Background: an optimization exercise with open tools, aiming at small area and a short achievable clock period. Do not read the settings as production practice. At most, simulation tests tie the RTL to the original design; equivalence was not proved.

==> flow/design.v (excerpt) <==
module pool_ctrl #(
    parameter int unsigned DATA_W = pool_pkg::POOL_DATA_W,
    parameter int unsigned MAX_W  = pool_pkg::POOL_MAX_W,
    parameter int unsigned DIM_W  = pool_pkg::POOL_DIM_W
) (
    input  logic              clk,
    input  logic              rst_n,
    input  logic              start,
    input  logic [DIM_W-1:0]  cfg_width,
    input  logic [DIM_W-1:0]  cfg_height,
    output logic              busy,
    output logic              done,
    output logic              cfg_err,
    input  logic [DATA_W-1:0] s_data,
    input  logic              s_valid,
    output logic              s_ready,
    output logic [DATA_W-1:0] k_d_in1,
    output logic [DATA_W-1:0] k_d_in2,
    output logic              k_in_valid,
    input  logic [DATA_W-1:0] k_d_out,
    input  logic              k_out_valid,
    output logic [DATA_W-1:0] m_data,
    output logic              m_valid
);
Size in the first run: ~2900 cells after synthesis, about 2200 flip-flops, about 190 I/O pins, about 68000 um^2 of cells after synthesis.
==> module pool_line_buf, before the edit <==
module pool_line_buf #(
    parameter int unsigned DATA_W = 32,
    parameter int unsigned DEPTH  = 64,
    parameter int unsigned AW     = (DEPTH > 1) ? $clog2(DEPTH) : 1
) (
    input  logic              clk,
    input  logic              shift_i,
    input  logic [AW-2:0]     len_sel_i,    
    input  logic [DATA_W-1:0] din_i,
    output logic [DATA_W-1:0] dout_o
);
    localparam int unsigned NSEG = AW - 1;
    logic [DATA_W-1:0] seg_in [NSEG+1];
    assign seg_in[0] = din_i;
    for (genvar k = 0; k < NSEG; k++) begin : g_seg
        localparam int unsigned LEN = 2 << k;
        logic [DATA_W-1:0] sr [LEN];
        always_ff @(posedge clk) begin
            if (shift_i) begin
                sr[0] <= seg_in[k];
                for (int i = 1; i < LEN; i++) sr[i] <= sr[i-1];
            end
        end
        assign seg_in[k+1] = len_sel_i[k] ? sr[LEN-1] : seg_in[k];
    end
    logic [DATA_W-1:0] tail0_q, tail1_q;
    always_ff @(posedge clk) begin
        if (shift_i) begin
            tail0_q <= seg_in[NSEG];
            tail1_q <= tail0_q;
        end
    end
    assign dout_o = tail1_q;
endmodule
==> module pool_ctrl, before the edit <==
module pool_ctrl #(
    parameter int unsigned DATA_W = pool_pkg::POOL_DATA_W,
    parameter int unsigned MAX_W  = pool_pkg::POOL_MAX_W,
    parameter int unsigned DIM_W  = pool_pkg::POOL_DIM_W
) (
    input  logic              clk,
    input  logic              rst_n,
    input  logic              start,
    input  logic [DIM_W-1:0]  cfg_width,
    input  logic [DIM_W-1:0]  cfg_height,
    output logic              busy,
    output logic              done,
    output logic              cfg_err,
    input  logic [DATA_W-1:0] s_data,
    input  logic              s_valid,
    output logic              s_ready,
    output logic [DATA_W-1:0] k_d_in1,
    output logic [DATA_W-1:0] k_d_in2,
    output logic              k_in_valid,
    input  logic [DATA_W-1:0] k_d_out,
    input  logic              k_out_valid,
    output logic [DATA_W-1:0] m_data,
    output logic              m_valid
);
    localparam int unsigned AW = (MAX_W > 1) ? $clog2(MAX_W) : 1;
    logic idle_q, run_q, drain_q, done_q, busy_q;
    logic run_d, drain_d, done_d;
    logic idle;
    logic [AW-2:0]      hw_m1_q;     
    logic [AW-1:0]      col_q;       
    logic [DIM_W-1:0]   row_q;       
    logic [AW-2:0]      rcol_q;      
    logic [DIM_W-2:0]   rrow_q;      
    logic               rdone_q;     
    logic              cfg_err_q;
    logic              kv_q;
    logic              mv_q;
    logic              shift_q;      
    logic [DATA_W-1:0] sd_q;         
    logic [DATA_W-1:0] md_q;
    logic cfg_ok;
    logic accept;
    logic odd_row;
    logic last_col;
    logic last_px;
    logic fwd;
    assign cfg_ok = !cfg_width[0] && !cfg_height[0]
                  && (cfg_width[DIM_W-1:1]  != '0)
                  && (cfg_height[DIM_W-1:1] != '0)
                  && (32'(cfg_width) <= MAX_W);
    assign idle     = idle_q;
    assign accept   = s_valid && run_q;
    assign odd_row  = !row_q[0];
    assign last_col = (col_q == '0);
    assign last_px  = last_col && (row_q == '0);
    assign fwd      = k_out_valid && busy_q && !rdone_q;
    assign run_d   = (idle && start && cfg_ok) || (run_q && !(accept && last_px));
    assign drain_d = (run_q && accept && last_px) || (drain_q && !rdone_q);
    assign done_d  = drain_q && rdone_q;
    always_ff @(posedge clk or negedge rst_n) begin
        if (!rst_n) begin
            idle_q    <= 1'b1;
            run_q     <= 1'b0;
            drain_q   <= 1'b0;
            done_q    <= 1'b0;
            busy_q    <= 1'b0;
            cfg_err_q <= 1'b0;
            kv_q      <= 1'b0;
            mv_q      <= 1'b0;
        end else begin
            idle_q    <= !(run_d || drain_d || done_d);
            run_q     <= run_d;
            drain_q   <= drain_d;
            done_q    <= done_d;
            busy_q    <= run_d || drain_d;
            cfg_err_q <= idle && start && !cfg_ok;
            kv_q      <= accept && odd_row;
            mv_q      <= fwd;
        end
    end
    always_ff @(posedge clk) begin
        if (idle) begin
            hw_m1_q <= (AW-1)'(cfg_width[DIM_W-1:1] - 1'b1);
            col_q   <= AW'(cfg_width - 1'b1);
            row_q   <= cfg_height - 1'b1;
            rcol_q  <= (AW-1)'(cfg_width[DIM_W-1:1] - 1'b1);
            rrow_q  <= cfg_height[DIM_W-1:1] - 1'b1;
            rdone_q <= 1'b0;
        end else begin
            if (accept) begin
                if (last_col) begin
                    col_q <= {hw_m1_q, 1'b1};
                    row_q <= row_q - 1'b1;
                end else begin
                    col_q <= col_q - 1'b1;
                end
            end
            if (fwd) begin
                if (rcol_q == '0) begin
                    rcol_q <= hw_m1_q;
                    if (rrow_q == '0) rdone_q <= 1'b1;
                    else              rrow_q  <= rrow_q - 1'b1;
                end else begin
                    rcol_q <= rcol_q - 1'b1;
                end
            end
        end
    end
    always_ff @(posedge clk) begin
        shift_q <= accept;
        sd_q    <= s_data;
        md_q    <= k_d_out;
    end
    pool_line_buf #(
        .DATA_W (DATA_W),
        .DEPTH  (MAX_W),
        .AW     (AW)
    ) u_line_buf (
        .clk       (clk),
        .shift_i   (shift_q),
        .len_sel_i (hw_m1_q),
        .din_i     (sd_q),
        .dout_o    (k_d_in1)
    );
    assign s_ready    = run_q;
    assign busy       = busy_q;
    assign done       = done_q;
    assign cfg_err    = cfg_err_q;
    assign k_in_valid = kv_q;
    assign k_d_in2    = sd_q;
    assign m_valid    = mv_q;
    assign m_data     = md_q;
endmodule
Settings: LEC_CHECK=0, ABC_AREA=1, CAP_MARGIN=20, CORE_MARGIN=2, CORE_UTILIZATION=65, CTS_CLUSTER_DIAMETER=100, CTS_CLUSTER_SIZE=30, SETUP_SLACK_MARGIN=3.4, SLEW_MARGIN=20; clock period 5.5 ns.
run.sh (not shown) runs the stock make flow with config.mk's settings and CLKGATE_MAP_FILE= SYNTH_SCRIPT=/design/flow/synth_recipe.tcl, a recipe that flattens the netlist after the stock synthesis.
Edit:
--- a/flow/design.v
+++ b/flow/design.v
@@ -16,11 +16,12 @@
 ) (
     input  logic              clk,
     input  logic              shift_i,
     input  logic [AW-2:0]     len_sel_i,    
     input  logic [DATA_W-1:0] din_i,
-    output logic [DATA_W-1:0] dout_o
+    output logic [DATA_W-1:0] dout_o,       
+    output logic [DATA_W-1:0] dout_next_o   
 );
     localparam int unsigned NSEG = AW - 1;
     logic [DATA_W-1:0] seg_in [NSEG+1];
     assign seg_in[0] = din_i;
     for (genvar k = 0; k < NSEG; k++) begin : g_seg
@@ -39,11 +40,12 @@
         if (shift_i) begin
             tail0_q <= seg_in[NSEG];
             tail1_q <= tail0_q;
         end
     end
-    assign dout_o = tail1_q;
+    assign dout_o      = tail1_q;
+    assign dout_next_o = shift_i ? tail0_q : tail1_q;
 endmodule
 module pool_ctrl #(
     parameter int unsigned DATA_W = pool_pkg::POOL_DATA_W,
     parameter int unsigned MAX_W  = pool_pkg::POOL_MAX_W,
     parameter int unsigned DIM_W  = pool_pkg::POOL_DIM_W
@@ -81,10 +83,12 @@
     logic              kv_q;
     logic              mv_q;
     logic              shift_q;      
     logic [DATA_W-1:0] sd_q;         
     logic [DATA_W-1:0] md_q;
+    logic [DATA_W-1:0] su_q;         
+    logic [DATA_W-1:0] lb_next;
     logic cfg_ok;
     logic accept;
     logic odd_row;
     logic last_col;
     logic last_px;
@@ -152,10 +156,11 @@
         end
     end
     always_ff @(posedge clk) begin
         shift_q <= accept;
         sd_q    <= s_data;
+        su_q    <= lb_next;
         md_q    <= k_d_out;
     end
     pool_line_buf #(
         .DATA_W (DATA_W),
         .DEPTH  (MAX_W),
@@ -163,16 +168,18 @@
     ) u_line_buf (
         .clk       (clk),
         .shift_i   (shift_q),
         .len_sel_i (hw_m1_q),
         .din_i     (sd_q),
-        .dout_o    (k_d_in1)
+        .dout_o      (),
+        .dout_next_o (lb_next)
     );
     assign s_ready    = run_q;
     assign busy       = busy_q;
     assign done       = done_q;
     assign cfg_err    = cfg_err_q;
     assign k_in_valid = kv_q;
+    assign k_d_in1    = su_q;
     assign k_d_in2    = sd_q;
     assign m_valid    = mv_q;
     assign m_data     = md_q;
 endmodule
Count of clock-buffer cells in the layout decreases by 5. Via count decreases slightly. Worst setup slack is worse by 0.050 ns. Synthesized area barely changes. Core utilization barely changes.
The RTL of the second run of this note was laid out without a check of its function.

static timing again, ports no longer ideal:
The results above use ideal ports. As a check the final layouts listed here were re-extracted and re-timed, cells and wires unchanged. Step 1 assumes that a clkbuf_16 drives the clock port and a buf_2 every other input. Step 2, shift: input delay + t, output delay - t, t = (earliest + latest rising clock arrival at the registers) / 2. This alone moves slack from input paths to output paths. Three values: ideal, step 1, step 2; two values: the first two.
| run | t, ns | setup slack, ns | clock arrival spread, ns | pins driven straight from the clock port |
|---|---|---|---|---|
| the first run | 0.735 | 3.072 / 3.005 / 2.784 | 0.022 / 0.022 | 1 |
| the second run | 0.743 | 3.022 / 2.953 / 2.762 | 0.025 / 0.024 | 1 |
After both steps every run listed still meets setup and hold. The setup slack of the first run, which loses most, moves by -0.067 ns with the drivers and by -0.288 ns with both steps.
